From an optimization exercise on the open Yosys and OpenROAD flow, aimed at a short achievable clock period and few clock cycles per item; shortcuts taken in it are not production practice.
Only simulation tests tie the RTL to the original design; equivalence was not proved.
Power and IR drop assume default switching activity.

job 9886:
// rms_power_monitor_overload_trip_unit
module rms_power_monitor_overload_trip_unit (
    input  logic                           clk,
    input  logic                           rst_n,
    input  logic                           cfg_we,
    input  logic [rpm_pkg::IDX_BITS-1:0]   cfg_index,
    input  logic [rpm_pkg::CFG_BITS-1:0]   cfg_wdata,
    input  logic                           s_tvalid,
    output logic                           s_tready,
    input  logic [15:0]                    s_tdata,    
    input  logic [1:0]                     s_tuser,    
    output logic                           m_tvalid,
    input  logic                           m_tready,
    output logic [47:0]                    m_tdata,    
    output logic                           m_tuser     
);
For scale: ~4400 cells after synthesis, roughly 870 flip-flops, about 43000 um2 of cells after synthesis.
clock: 10.0 ns
lec_check: 0
abc_clock_period_in_ps: 2800
cap_margin: 20
core_margin: 2
core_utilization: 50
cts_cluster_diameter: 120
cts_cluster_size: 24
slew_margin: 20
standard.sh (not shown) runs the stock make flow with config.mk's settings and CLKGATE_MAP_FILE= SYNTH_SCRIPT=/design/flow/synth_recipe.tcl, a recipe that flattens the netlist after the stock synthesis.
==> flow/flow/run.sh <==
#!/bin/bash
# Standard layout, with timing repair aimed at a shorter period than the
# clock's (setup margin), so that the resizer speeds up the critical paths.
set -uo pipefail
bash standard.sh SETUP_SLACK_MARGIN=7.2 finish > standard.log 2>&1
Testbench counts of job 9886, summed over its fixed seeds: cycles 19,766, items 19,510.
> inputs changed (job 9886 -> job 7376)
- swapping 50 for 40 in CORE_UTILIZATION
--- a/flow/flow/run.sh
+++ b/flow/flow/run.sh
@@ -3,0 +4,3 @@
+# After placement, the flip-flops that drive output ports are moved next to
+# their output buffers (and the placement legalized) before clock tree
+# synthesis and routing.
@@ -5 +8,4 @@
-bash standard.sh SETUP_SLACK_MARGIN=7.2 finish > standard.log 2>&1
+bash standard.sh SETUP_SLACK_MARGIN=7.2 synth floorplan place > standard_place.log 2>&1 || exit 1
+PLACE_ODB=orfs/results/${FLOW_PLATFORM}/rms_power_monitor_overload_trip_unit/base/3_place.odb \
+  openroad -no_init -exit flow/move_out_ffs.tcl > move_out_ffs.log 2>&1 || exit 1
+bash standard.sh SETUP_SLACK_MARGIN=7.2 finish > standard_finish.log 2>&1
==> flow/flow/move_out_ffs.tcl (new file) <==
# Moves each flip-flop that drives an output port's buffer next to that
# buffer, then legalizes the placement. Reads and rewrites the placed design.
set odb $::env(PLACE_ODB)
read_db $odb
set block [ord::get_db_block]
set moved 0
foreach bterm [$block getBTerms] {
  if {[$bterm getIoType] ne "OUTPUT"} { continue }
  set net [$bterm getNet]
  if {$net eq "NULL"} { continue }
  # the output buffer: the instance driving the port's net
  set buf ""
  foreach it [$net getITerms] {
    if {[$it isOutputSignal]} { set buf [$it getInst] }
  }
  if {$buf eq ""} { continue }
  # the flip-flop driving the buffer's input
  set in_net ""
  foreach it [$buf getITerms] {
    if {[$it isInputSignal] && [$it getNet] ne "NULL"} { set in_net [$it getNet] }
  }
  if {$in_net eq ""} { continue }
  set ff ""
  foreach it [$in_net getITerms] {
    if {[$it isOutputSignal]} { set ff [$it getInst] }
  }
  if {$ff eq ""} { continue }
  if {![string match "*df*" [[$ff getMaster] getName]]} { continue }
  set loc [$buf getLocation]
  $ff setLocation [lindex $loc 0] [lindex $loc 1]
  incr moved
}
puts "moved $moved flip-flops next to their output buffers"
detailed_placement
check_placement -verbose
write_db $odb
--- outcome ---
Compared with job 9886, in job 7376 fraction of layout cells with a size suffix above 1 rose by 0.64 points, worst hold margin stayed essentially flat, slew of the pin with the lowest slew margin fell by 0.13 ns, cell row count rose by 12%. Going from job 9886 to job 7376, global-route wire length before repair moved up; clock-cell share of area ~0 delta.
Changes in job 4455 relative to job 7376:
- changing CTS_CLUSTER_DIAMETER from 120 to 100
- changing CTS_CLUSTER_SIZE from 24 to 30
- changing CORE_UTILIZATION from 40 to 50
==> flow/flow/run.sh <==
#!/bin/bash
# Standard layout, with timing repair aimed at a shorter period than the
# clock's (setup margin), so that the resizer speeds up the critical paths.
set -uo pipefail
bash standard.sh SETUP_SLACK_MARGIN=7.2 finish > standard.log 2>&1
removed: flow/flow/move_out_ffs.tcl
--- outcome ---
- Looking at smallest setup slack after layout, job 4455 sits 0.014 ns higher than job 7376 does.
- Total die area (higher): job 7376
- Job 4455 ended up with a lower endpoint arrival time on the critical path than job 7376 did.
For job 7935, these inputs were changed with respect to job 4455:
- swapping 50 for 40 in CORE_UTILIZATION
- swapping 30 for 24 in CTS_CLUSTER_SIZE
- swapping 100 for 120 in CTS_CLUSTER_DIAMETER
### Flow results
Job 7935 did not stop at any stage, and its layout met the timing, DRC and antenna checks.
Compared with job 4455, in job 7935 global-route track usage on met2 moved down; design area went up by about 0.43%; sequential share of layout area did not really move; wire length up about 2%.
The capture point of the critical path comes out s_tready in one run and m_tdata[20] in the other, namely in job 4455 and job 7935 respectively.
Job 4455 reports its library cell contributing the largest single delay on the critical path as dfxtp_4 while job 7935 reports dfxtp_2.
From job 4455 to job 7935 the numbers moved as follows: leakage power moved down; die outline area went up; clock skew essentially unchanged.

-- static timing again, ports no longer ideal --
In the flow no input, the clock included, has a driving cell. The finished layouts below were timed again as built, in two steps. Step 1, drivers: a clkbuf_16 drives clk and a buf_2 each remaining input, both assumed. Step 2 moves the port delays by t, midway between the first and last clock arrival at a register: inputs arrive t later, outputs are due t later. That takes back most of the time a late clock gives input paths. Slacks: ideal ports / drivers / drivers and shift; pairs: ideal ports / drivers.
| run | t (ns) | setup slack, ns | worst hold slack (ns) |
|---|---|---|---|
| job 9886 | 0.662 | 6.886 / 6.825 / 6.555 | 0.335 / 0.335 / 0.335 |
| job 7376 | 0.712 | 6.862 / 6.795 / 6.460 | 0.333 / 0.333 / 0.333 |
| job 4455 | 0.662 | 6.876 / 6.814 / 6.559 | 0.337 / 0.337 / 0.337 |
| job 7935 | 0.672 | 6.880 / 6.815 / 6.419 | 0.332 / 0.332 / 0.332 |
After both steps every run listed still meets setup and hold. For job 7935, which loses most, drivers alone change the setup slack by -0.065 ns; drivers and shift together by -0.461 ns.
